What follows belongs to an exercise in optimizing a design on an open flow for small area, a short achievable clock period and few clock cycles per item; a production flow would make more cautious choices.
At most, simulation tests tie the RTL to the original design; equivalence was not proved.
The clock input has no modelled driver; a real chip could not lean on it and would need a root buffer or a full tree.
Power is estimated from default activity; no workload was simulated.

==> run K: inputs <==
==> flow/design.v (excerpt) <==
module iot_filter_top
(
    input  logic         clk,
    input  logic         rst,
    input  logic         in_en,
    input  logic [7:0]   iot_in,
    input  logic [2:0]   fn_sel,
    output logic         busy,
    output logic         valid,
    output logic [127:0] iot_out
);
    logic is_crc, is_top, is_rank;
    always_ff @(posedge clk) begin
        is_crc  <= (fn_sel == 3'd3);
        is_top  <= (fn_sel == 3'd4);
        is_rank <= (fn_sel == 3'd4) || (fn_sel == 3'd5);
    end
    logic       in_v;
    logic [7:0] cur;
    always_ff @(posedge clk) cur <= iot_in;
    logic [3:0]   bi;              
    logic [3:0]   rc;              
    logic [2:0]   wc;              
    function automatic logic [3:0] step4(logic [3:0] x);
        step4 = {x[2:0], x[3] ^ x[0] ^ (x[2:0] == 3'd0)};
    endfunction
    function automatic logic [2:0] step3(logic [2:0] x);
        step3 = {x[1:0], x[2] ^ x[0] ^ (x[1:0] == 2'd0)};
    endfunction
    localparam logic [3:0] LAST4 = 4'b1000;
    localparam logic [2:0] WC1   = 3'b001;
    localparam logic [2:0] WC7   = 3'b100;
    logic         mv;              
    logic         dA, wA, dB, wB;  
    logic [127:0] r0, r1;
    wire [7:0] tA = r0[127:120];
  ...
==> module iot_filter_top, before the edit <==
module iot_filter_top
(
    input  logic         clk,
    input  logic         rst,
    input  logic         in_en,
    input  logic [7:0]   iot_in,
    input  logic [2:0]   fn_sel,
    output logic         busy,
    output logic         valid,
    output logic [127:0] iot_out
);
    logic is_crc, is_top, is_rank;
    always_ff @(posedge clk) begin
        is_crc  <= (fn_sel == 3'd3);
        is_top  <= (fn_sel == 3'd4);
        is_rank <= (fn_sel == 3'd4) || (fn_sel == 3'd5);
    end
    logic       in_v;
    logic [7:0] cur;
    always_ff @(posedge clk) cur <= iot_in;
    logic [3:0]   bi;              
    logic [3:0]   rc;              
    logic [2:0]   wc;              
    function automatic logic [3:0] step4(logic [3:0] x);
        step4 = {x[2:0], x[3] ^ x[0] ^ (x[2:0] == 3'd0)};
    endfunction
    function automatic logic [2:0] step3(logic [2:0] x);
        step3 = {x[1:0], x[2] ^ x[0] ^ (x[1:0] == 2'd0)};
    endfunction
    localparam logic [3:0] LAST4 = 4'b1000;
    localparam logic [2:0] WC1   = 3'b001;
    localparam logic [2:0] WC7   = 3'b100;
    logic         mv;              
    logic         dA, wA, dB, wB;  
    logic [127:0] r0, r1;
    wire [7:0] tA = r0[127:120];
    wire [7:0] tB = r1[127:120];
    wire first_byte = (bi == 4'd0);
    wire last_byte  = (bi == LAST4);
    wire keepA      = dA && !first_byte;
    wire keepB      = dB && !first_byte;
    logic rot;
    logic eqA, gtA, eqB, gtB;
    wire [7:0] nA = rot ? r0[119:112] : r0[127:120];
    wire [7:0] nB = rot ? r1[119:112] : r1[127:120];
    always_ff @(posedge clk) begin
        eqA <= (iot_in == nA);
        gtA <= is_top ? (iot_in > nA) : (iot_in < nA);
        eqB <= (iot_in == nB);
        gtB <= is_top ? (iot_in > nB) : (iot_in < nB);
    end
    wire dA_n  = keepA || !eqA;
    wire wA_n  = keepA ? wA : gtA;
    wire dB_n  = keepB || !eqB;
    wire wB_n  = keepB ? wB : gtB;
    wire winA  = dA_n && wA_n;
    wire winB  = dB_n && wB_n;
    wire loseB = dB_n && !wB_n;
    wire rank_w = in_v && (wc != 3'd0);
    wire w1     = in_v && (wc == WC1);
    wire wn     = rank_w && (wc != WC1);
    wire s0_cur = (w1 && winB) || (wn && winA);
    wire s0_b   = (w1 && !winB) || (!rank_w && mv);
    wire s0_a   = !s0_cur && !s0_b;
    wire s1_cur = (in_v && !rank_w) || (w1 && !winB) || (wn && !winA && !loseB);
    wire s1_a   = wn && winA;
    wire s1_b   = !s1_cur && !s1_a;
    wire [7:0] b0 = ({8{s0_cur}} & cur) | ({8{s0_a}} & tA) | ({8{s0_b}} & tB);
    wire [7:0] b1 = ({8{s1_cur}} & cur) | ({8{s1_a}} & tA) | ({8{s1_b}} & tB);
    function automatic logic [2:0] crc_fold(logic [2:0] seed, logic [7:0] data);
        logic [2:0] c;
        logic       fb;
        c = seed;
        for (int i = 7; i >= 0; i--) begin
            fb = c[2] ^ data[i];
            c  = {c[1:0], 1'b0} ^ (fb ? 3'b011 : 3'b000);
        end
        crc_fold = c;
    endfunction
    logic [2:0] crc;
    wire  [2:0] crc_n = crc_fold(first_byte ? 3'd0 : crc, cur);
    always_ff @(posedge clk) begin
        if (in_v) crc <= crc_n;
    end
    always_ff @(posedge clk) begin
        if (in_v) begin
            dA <= dA_n;
            wA <= wA_n;
            dB <= dB_n;
            wB <= wB_n;
        end
    end
    always_ff @(posedge clk) begin
        if (rot) begin
            r0[127:8]  <= r0[119:0];
            r0[7:0]    <= is_crc ? {5'd0, crc_n & {3{last_byte}}} : b0;
            r1         <= {r1[119:0], b1};
        end
    end
    wire       end_word = in_v && last_byte;
    wire [3:0] bi_n  = in_v ? step4(bi) : bi;
    wire [3:0] rc_n  = rot ? step4(rc) : rc;
    wire       mv_n  = (end_word && is_rank && wc == WC7) || (mv && !(rc == LAST4));
    wire       in_v_n = in_en && !busy;
    wire       busy_n = !in_v_n && (mv_n || rc_n != bi_n) && (step4(rc_n) != bi_n);
    wire       rot_n  = in_v_n || mv_n || (rc_n != bi_n);
    always_ff @(posedge clk or posedge rst) begin
        if (rst) begin
            in_v  <= 1'b0;
            bi    <= 4'd0;
            rc    <= 4'd0;
            wc    <= 3'd0;
            mv    <= 1'b0;
            busy  <= 1'b0;
            rot   <= 1'b0;
            valid <= 1'b0;
        end else begin
            in_v <= in_v_n;
            bi   <= bi_n;
            rc   <= rc_n;
            mv   <= mv_n;
            busy <= busy_n;
            rot  <= rot_n;
            if (end_word) wc <= step3(wc);
            valid <= (end_word && (is_crc || (is_rank && wc == WC7)))
                     || (mv && rc == LAST4);
        end
    end
    assign iot_out = r0;
endmodule
Settings: LEC_CHECK=0, CAP_MARGIN=20, CORE_MARGIN=2, CORE_UTILIZATION=40, SETUP_SLACK_MARGIN=4.45, SLEW_MARGIN=20; clock period 7.0 ns.
standard.sh (not shown) runs the stock make flow with config.mk's settings and CLKGATE_MAP_FILE= SYNTH_SCRIPT=/design/flow/synth_recipe.tcl, a recipe that flattens the netlist after the stock synthesis.
==> flow/flow/run.sh <==
#!/bin/bash
# Standard ORFS layout, with the port buffers made from plain buffers
# (sky130_fd_sc_hd__buf_1, resized by timing repair) instead of the slow
# delay cells buffer_ports picks by default, and clock tree synthesis
# without dummy loads.
set -euo pipefail
bash standard.sh "BUFFER_PORTS_ARGS=-buffer_cell sky130_fd_sc_hd__buf_1" \
  "CTS_ARGS=-sink_clustering_enable -repair_clock_nets -sink_clustering_size 30 -sink_clustering_max_diameter 100 -dont_use_dummy_load -balance_levels -branching_point_buffers_distance 1000" \
  finish > standard_flow.log 2>&1
==> run F (differences from run K) <==
==> flow/design.v (replaced) <==
`timescale 1ns/1ps
`default_nettype none
package iot_data_pkg;
    typedef logic [8-1:0] iot_byte_t;
    typedef logic [128-1:0] iot_word_t;
    typedef logic [3-1:0] crc_t;
    typedef logic [$clog2(16)-1:0] byte_idx_t;
    typedef logic [$clog2(8)-1:0] word_cnt_t;
endpackage
`default_nettype wire
`timescale 1ns/1ps
`default_nettype none
package iot_ctrl_pkg;
    typedef enum logic [2:0] {
        FN_ENCRYPT  = 3'd1,
        FN_DECRYPT  = 3'd2,
        FN_CRC      = 3'd3,
        FN_TOP2MAX  = 3'd4,
        FN_LAST2MIN = 3'd5
    } fn_sel_t;
    typedef enum logic [1:0] {REL_EQUAL, REL_BIGGER, REL_SMALLER} relation_t;
    typedef enum logic [1:0] {OUT_IDLE, OUT_FIRST, OUT_SECOND} out_state_t;
endpackage
`default_nettype wire
`timescale 1ns/1ps
`default_nettype none
module iot_filter_top
(
    input  logic         clk,
    input  logic         rst,
    input  logic         in_en,
    input  logic [7:0]   iot_in,
    input  logic [2:0]   fn_sel,
    output logic         busy,
    output logic         valid,
    output logic [127:0] iot_out
);
    logic is_crc, is_top, is_rank;
    always_ff @(posedge clk) begin
        is_crc  <= (fn_sel == 3'd3);
        is_top  <= (fn_sel == 3'd4);
        is_rank <= (fn_sel == 3'd4) || (fn_sel == 3'd5);
    end
    logic       in_v;
    logic [7:0] cur;
    always_ff @(posedge clk) cur <= iot_in;
    logic [3:0]   bi;              
    logic [3:0]   rc;              
    logic [2:0]   wc;              
    logic         mv;              
    logic         dA, wA, dB, wB;  
    logic [127:0] r0, r1;
    wire [7:0] tA = r0[127:120];
    wire [7:0] tB = r1[127:120];
    wire first_byte = (bi == 4'd0);
    wire last_byte  = (bi == 4'd15);
    wire keepA      = dA && !first_byte;
    wire keepB      = dB && !first_byte;
    wire dA_n = keepA || (cur != tA);
    wire wA_n = keepA ? wA : (is_top ? (cur > tA) : (cur < tA));
    wire dB_n = keepB || (cur != tB);
    wire wB_n = keepB ? wB : (is_top ? (cur > tB) : (cur < tB));
    wire winA  = dA_n && wA_n;
    wire winB  = dB_n && wB_n;
    wire loseB = dB_n && !wB_n;
    wire rot = in_v || mv || (rc != bi);
    logic [7:0] b0, b1;
    always_comb begin
        b0 = mv ? tB : tA;
        b1 = tB;
        if (in_v) begin
            if (wc == 3'd0) begin
                b1 = cur;
            end else if (wc == 3'd1) begin
                b0 = winB ? cur : tB;
                b1 = winB ? tB : cur;
            end else begin
                b0 = winA ? cur : tA;
                b1 = winA ? tA : (loseB ? tB : cur);
            end
        end
    end
    function automatic logic [2:0] crc_fold(logic [2:0] seed, logic [7:0] data);
        logic [2:0] c;
        logic       fb;
        c = seed;
        for (int i = 7; i >= 0; i--) begin
            fb = c[2] ^ data[i];
            c  = {c[1:0], 1'b0} ^ (fb ? 3'b011 : 3'b000);
        end
        crc_fold = c;
    endfunction
    wire [2:0] crc_n = crc_fold(first_byte ? 3'd0 : r0[2:0], cur);
    always_ff @(posedge clk) begin
        if (rot) begin
            r0[127:16] <= r0[119:8];
            r0[15:8]   <= is_crc ? 8'd0 : r0[7:0];
            r0[7:0]    <= is_crc ? {5'd0, crc_n} : b0;
            r1         <= {r1[119:0], b1};
        end
    end
    wire       end_word = in_v && last_byte;
    wire [3:0] bi_n  = in_v ? bi + 4'd1 : bi;
    wire [3:0] rc_n  = rot ? rc + 4'd1 : rc;
    wire       mv_n  = (end_word && is_rank && wc == 3'd7) || (mv && !(rc == 4'd15));
    wire       in_v_n = in_en && !busy;
    wire       busy_n = !in_v_n && (mv_n || rc_n != bi_n) && (rc_n + 4'd1 != bi_n);
    always_ff @(posedge clk or posedge rst) begin
        if (rst) begin
            in_v  <= 1'b0;
            bi    <= 4'd0;
            rc    <= 4'd0;
            wc    <= 3'd0;
            mv    <= 1'b0;
            busy  <= 1'b0;
            valid <= 1'b0;
            dA    <= 1'b0;
            wA    <= 1'b0;
            dB    <= 1'b0;
            wB    <= 1'b0;
        end else begin
            in_v <= in_v_n;
            bi   <= bi_n;
            rc   <= rc_n;
            mv   <= mv_n;
            busy <= busy_n;
            if (in_v) begin
                dA <= dA_n;
                wA <= wA_n;
                dB <= dB_n;
                wB <= wB_n;
            end
            if (end_word) wc <= wc + 3'd1;
            valid <= (end_word && (is_crc || (is_rank && wc == 3'd7)))
                     || (mv && rc == 4'd15);
        end
    end
    assign iot_out = r0;
endmodule
`default_nettype wire
==> flow/flow/run.sh (replaced) <==
#!/bin/bash
# Standard ORFS layout, with the port buffers made from plain buffers
# (sky130_fd_sc_hd__buf_1, resized by timing repair) instead of the slow
# delay cells buffer_ports picks by default.
set -euo pipefail
bash standard.sh "BUFFER_PORTS_ARGS=-buffer_cell sky130_fd_sc_hd__buf_1" finish > standard_flow.log 2>&1
Settings changed: SETUP_SLACK_MARGIN 4.45 to 4.
==> run G (differences from run K) <==
--- a/flow/design.v
+++ b/flow/design.v
@@ -59,3 +59,3 @@
     logic         mv;              
-    logic         dA, wA, dB, wB;  
+    logic         kA, wA, kB, wB;
     logic [127:0] r0, r1;
@@ -65,4 +65,2 @@
     wire last_byte  = (bi == LAST4);
-    wire keepA      = dA && !first_byte;
-    wire keepB      = dB && !first_byte;
     logic rot;
@@ -77,6 +75,6 @@
     end
-    wire dA_n  = keepA || !eqA;
-    wire wA_n  = keepA ? wA : gtA;
-    wire dB_n  = keepB || !eqB;
-    wire wB_n  = keepB ? wB : gtB;
+    wire dA_n  = kA || !eqA;
+    wire wA_n  = kA ? wA : gtA;
+    wire dB_n  = kB || !eqB;
+    wire wB_n  = kB ? wB : gtB;
     wire winA  = dA_n && wA_n;
@@ -112,5 +110,5 @@
         if (in_v) begin
-            dA <= dA_n;
+            kA <= dA_n && !last_byte;
             wA <= wA_n;
-            dB <= dB_n;
+            kB <= dB_n && !last_byte;
             wB <= wB_n;
==> flow/flow/run.sh (replaced) <==
#!/bin/bash
# Standard ORFS layout with two changes:
#  - the port buffers are plain buffers (sky130_fd_sc_hd__buf_1, resized by
#    timing repair) instead of the slow delay cells buffer_ports picks;
#  - after clock tree synthesis, the H-tree's middle level is removed, so the
#    root buffer drives every leaf buffer directly (all registers still see
#    the same two buffers on their clock path).
set -euo pipefail
ARGS=("BUFFER_PORTS_ARGS=-buffer_cell sky130_fd_sc_hd__buf_1"
      "CTS_ARGS=-sink_clustering_enable -repair_clock_nets -sink_clustering_size 30 -sink_clustering_max_diameter 100 -dont_use_dummy_load -balance_levels")
bash standard.sh "${ARGS[@]}" cts > standard_cts.log 2>&1
RES=orfs/results/sky130hd/iot_filter_top/base
cp $RES/4_cts.odb $RES/4_cts_htree.odb
FLOW_ODB=$RES/4_cts.odb openroad -no_init -exit flow/flatten_clock.tcl > flatten_clock.log 2>&1
bash standard.sh "${ARGS[@]}" finish > standard_finish.log 2>&1
==> flow/flow/flatten_clock.tcl (new file) <==
# Bypass every clock buffer that the root clock buffer drives and that itself
# drives clock buffers: its loads move onto the root buffer's net.
read_db $::env(FLOW_ODB)
set block [ord::get_db_block]
proc drv_inst {net} {
  foreach it [$net getITerms] { if {[$it isOutputSignal]} { return [$it getInst] } }
  return ""
}
proc out_net {inst} {
  foreach it [$inst getITerms] { if {[$it isOutputSignal]} { return [$it getNet] } }
  return ""
}
proc is_clkbuf {inst} { return [string match "*clkbuf*" [[$inst getMaster] getName]] }
set clk [$block findNet clk]
set root ""
foreach it [$clk getITerms] { if {[$it isInputSignal] && [is_clkbuf [$it getInst]]} { set root [$it getInst] } }
if {$root eq ""} { puts "no root clock buffer"; exit 1 }
set rnet [out_net $root]
puts "root [$root getName] net [$rnet getName]"
set changed 1
while {$changed} {
  set changed 0
  foreach it [$rnet getITerms] {
    if {![$it isInputSignal]} continue
    set b [$it getInst]
    if {![is_clkbuf $b]} continue
    set bnet [out_net $b]
    set drives_buf 0
    foreach l [$bnet getITerms] { if {[$l isInputSignal] && [is_clkbuf [$l getInst]]} { set drives_buf 1 } }
    if {!$drives_buf} continue
    puts "bypass [$b getName]"
    foreach l [$bnet getITerms] {
      if {[$l isInputSignal]} { $l disconnect; $l connect $rnet }
    }
    odb::dbInst_destroy $b
    odb::dbNet_destroy $bnet
    set changed 1
    break
  }
}
set n 0
foreach it [$rnet getITerms] { if {[$it isInputSignal]} { incr n } }
puts "root drives $n loads"
write_db $::env(FLOW_ODB)
Settings changed: CORE_UTILIZATION 40 to 55.
==> run H (differences from run K) <==
--- a/flow/design.v
+++ b/flow/design.v
@@ -105,7 +105,3 @@
     endfunction
-    logic [2:0] crc;
-    wire  [2:0] crc_n = crc_fold(first_byte ? 3'd0 : crc, cur);
-    always_ff @(posedge clk) begin
-        if (in_v) crc <= crc_n;
-    end
+    wire [2:0] crc_n = crc_fold(first_byte ? 3'd0 : r0[2:0], cur);
     always_ff @(posedge clk) begin
@@ -120,4 +116,5 @@
         if (rot) begin
-            r0[127:8]  <= r0[119:0];
-            r0[7:0]    <= is_crc ? {5'd0, crc_n & {3{last_byte}}} : b0;
+            r0[127:16] <= r0[119:8];
+            r0[15:8]   <= is_crc ? 8'd0 : r0[7:0];
+            r0[7:0]    <= is_crc ? {5'd0, crc_n} : b0;
             r1         <= {r1[119:0], b1};
--- a/flow/flow/run.sh
+++ b/flow/flow/run.sh
@@ -7,3 +7,3 @@
 bash standard.sh "BUFFER_PORTS_ARGS=-buffer_cell sky130_fd_sc_hd__buf_1" \
-  "CTS_ARGS=-sink_clustering_enable -repair_clock_nets -sink_clustering_size 30 -sink_clustering_max_diameter 100 -dont_use_dummy_load -balance_levels -branching_point_buffers_distance 1000" \
+  "CTS_ARGS=-sink_clustering_enable -repair_clock_nets -sink_clustering_size 30 -sink_clustering_max_diameter 100 -dont_use_dummy_load -balance_levels" \
   finish > standard_flow.log 2>&1
Settings changed: SETUP_SLACK_MARGIN 4.45 to 4.35.
==> qor summary <==
Run status: run F timing/DRC/antenna clean; run K timing/DRC/antenna clean; run G timing/DRC/antenna clean; run H timing/DRC/antenna clean
Crit path kind: run F reg -> reg; run K reg -> out; run G reg -> out; run H reg -> out
Measured slew at the worst slew-check pin: run F 0.723 ns; run K 0.810 ns; run G 0.937 ns; run H 0.986 ns
Fraction of area in registers: run F 67.8%; run K 73.8%; run G 75.2%; run H 73.7%
Post-synthesis share of cell area spent on and, or, nand and nor gates: run F 4.66%; run K 3.50%; run G 3.29%; run H 3.99%
Total design power: run F 6.73 mW; run K 5.53 mW; run G 5.86 mW; run H 5.47 mW
Comb_multi_in: run F 234; run K 198; run G 198; run H 211
Lkg Pwr: run F 4.58 nW; run K 4.38 nW; run G 4.35 nW; run H 4.31 nW
Insertion delay of the later-clocked pin in the worst-skew pair: run F 0.55 ns; run K 0.49 ns; run G 0.42 ns; run H 0.49 ns
Clock Power: run F 1.64 mW; run K 0.849 mW; run G 0.744 mW; run H 0.813 mW
Layout area overhead: run F 20.3%; run K 14.1%; run G 11.9%; run H 13.3%
Inverters: run F 36; run K 10; run G 17; run H 11
Root Driver: run F sky130_fd_sc_hd__clkbuf_16; run K sky130_fd_sc_hd__clkbuf_16; run G -; run H sky130_fd_sc_hd__clkbuf_16
Setup Buffers After CTS: run F 0; run K 10; run G 8; run H 1
Fraction of synthesized cell area in xor and xnor cells: run F 2.56%; run K 2.06%; run G 1.63%; run H 2.06%
Initial Util: run F 40.8%; run K 40.7%; run G 56.5%; run H 40.6%
Crit path arrival time: run F 3.13 ns; run K 1.11 ns; run G 1.07 ns; run H 1.19 ns
Utilization after layout: run F 49.1%; run K 46.4%; run G 63.3%; run H 46.0%
Hold Path End: run F r1[81]; run K r1[96]; run G r1[76]; run H r1[116]
Final worst hold slack: run F 0.414 ns; run K 0.404 ns; run G 0.416 ns; run H 0.425 ns
Final sequential cell count: run F 286; run K 294; run G 294; run H 291
Multi-input gate area: run F 1770 µm²; run K 1550 µm²; run G 1530 µm²; run H 1620 µm²
Final period util: run F 40.6%; run K 35.9%; run G 35.3%; run H 37.1%
Weighted congestion reported at the end of routability-driven placement: run F 0.889; run K 0.858; run G 0.788; run H 0.836
Violation count after the first detailed-route iteration: run F 447; run K 416; run G 343; run H 461
Testbench counts of run G, summed over its fixed seeds: cycles 36,192, items 2,157.
Testbench counts of run H, summed over its fixed seeds: cycles 36,192, items 2,157.
The RTL of run K and run F was laid out without a check of its function.

==> what the ideal ports hide <==
In the flow no input, the clock included, has a driving cell. The finished layouts below were timed again as built, in two steps. Step 1, drivers: a clkbuf_16 drives clk and a buf_2 each remaining input, both assumed. Step 2, shift: input delay + t, output delay - t, t = (earliest + latest rising clock arrival at the registers) / 2. This alone moves slack from input paths to output paths. Slacks: ideal / step 1 / step 2; pairs: ideal / step 1.
| run | t (ns) | setup slack, ns | hold WS [ns] | worst setup path after step 2 | latest minus earliest clock arrival (ns) |
|---|---|---|---|---|---|
| run K | 0.513 | 4.490 / 4.449 / 4.273 | 0.404 / 0.404 / 0.404 | input to register | 0.040 / 0.040 |
| run F | 0.587 | 4.161 / 4.161 / 4.161 | 0.414 / 0.414 / 0.414 | register to register | 0.017 / 0.017 |
| run G | 0.456 | 4.526 / 4.480 / 4.150 | 0.416 / 0.416 / 0.416 | input to register | 0.023 / 0.023 |
| run H | 0.520 | 4.406 / 4.365 / 4.148 | 0.425 / 0.425 / 0.425 | input to register | 0.019 / 0.019 |
After both steps every run listed still meets setup and hold. The setup slack of run G, which loses most, moves by -0.046 ns with the drivers and by -0.376 ns with both steps.
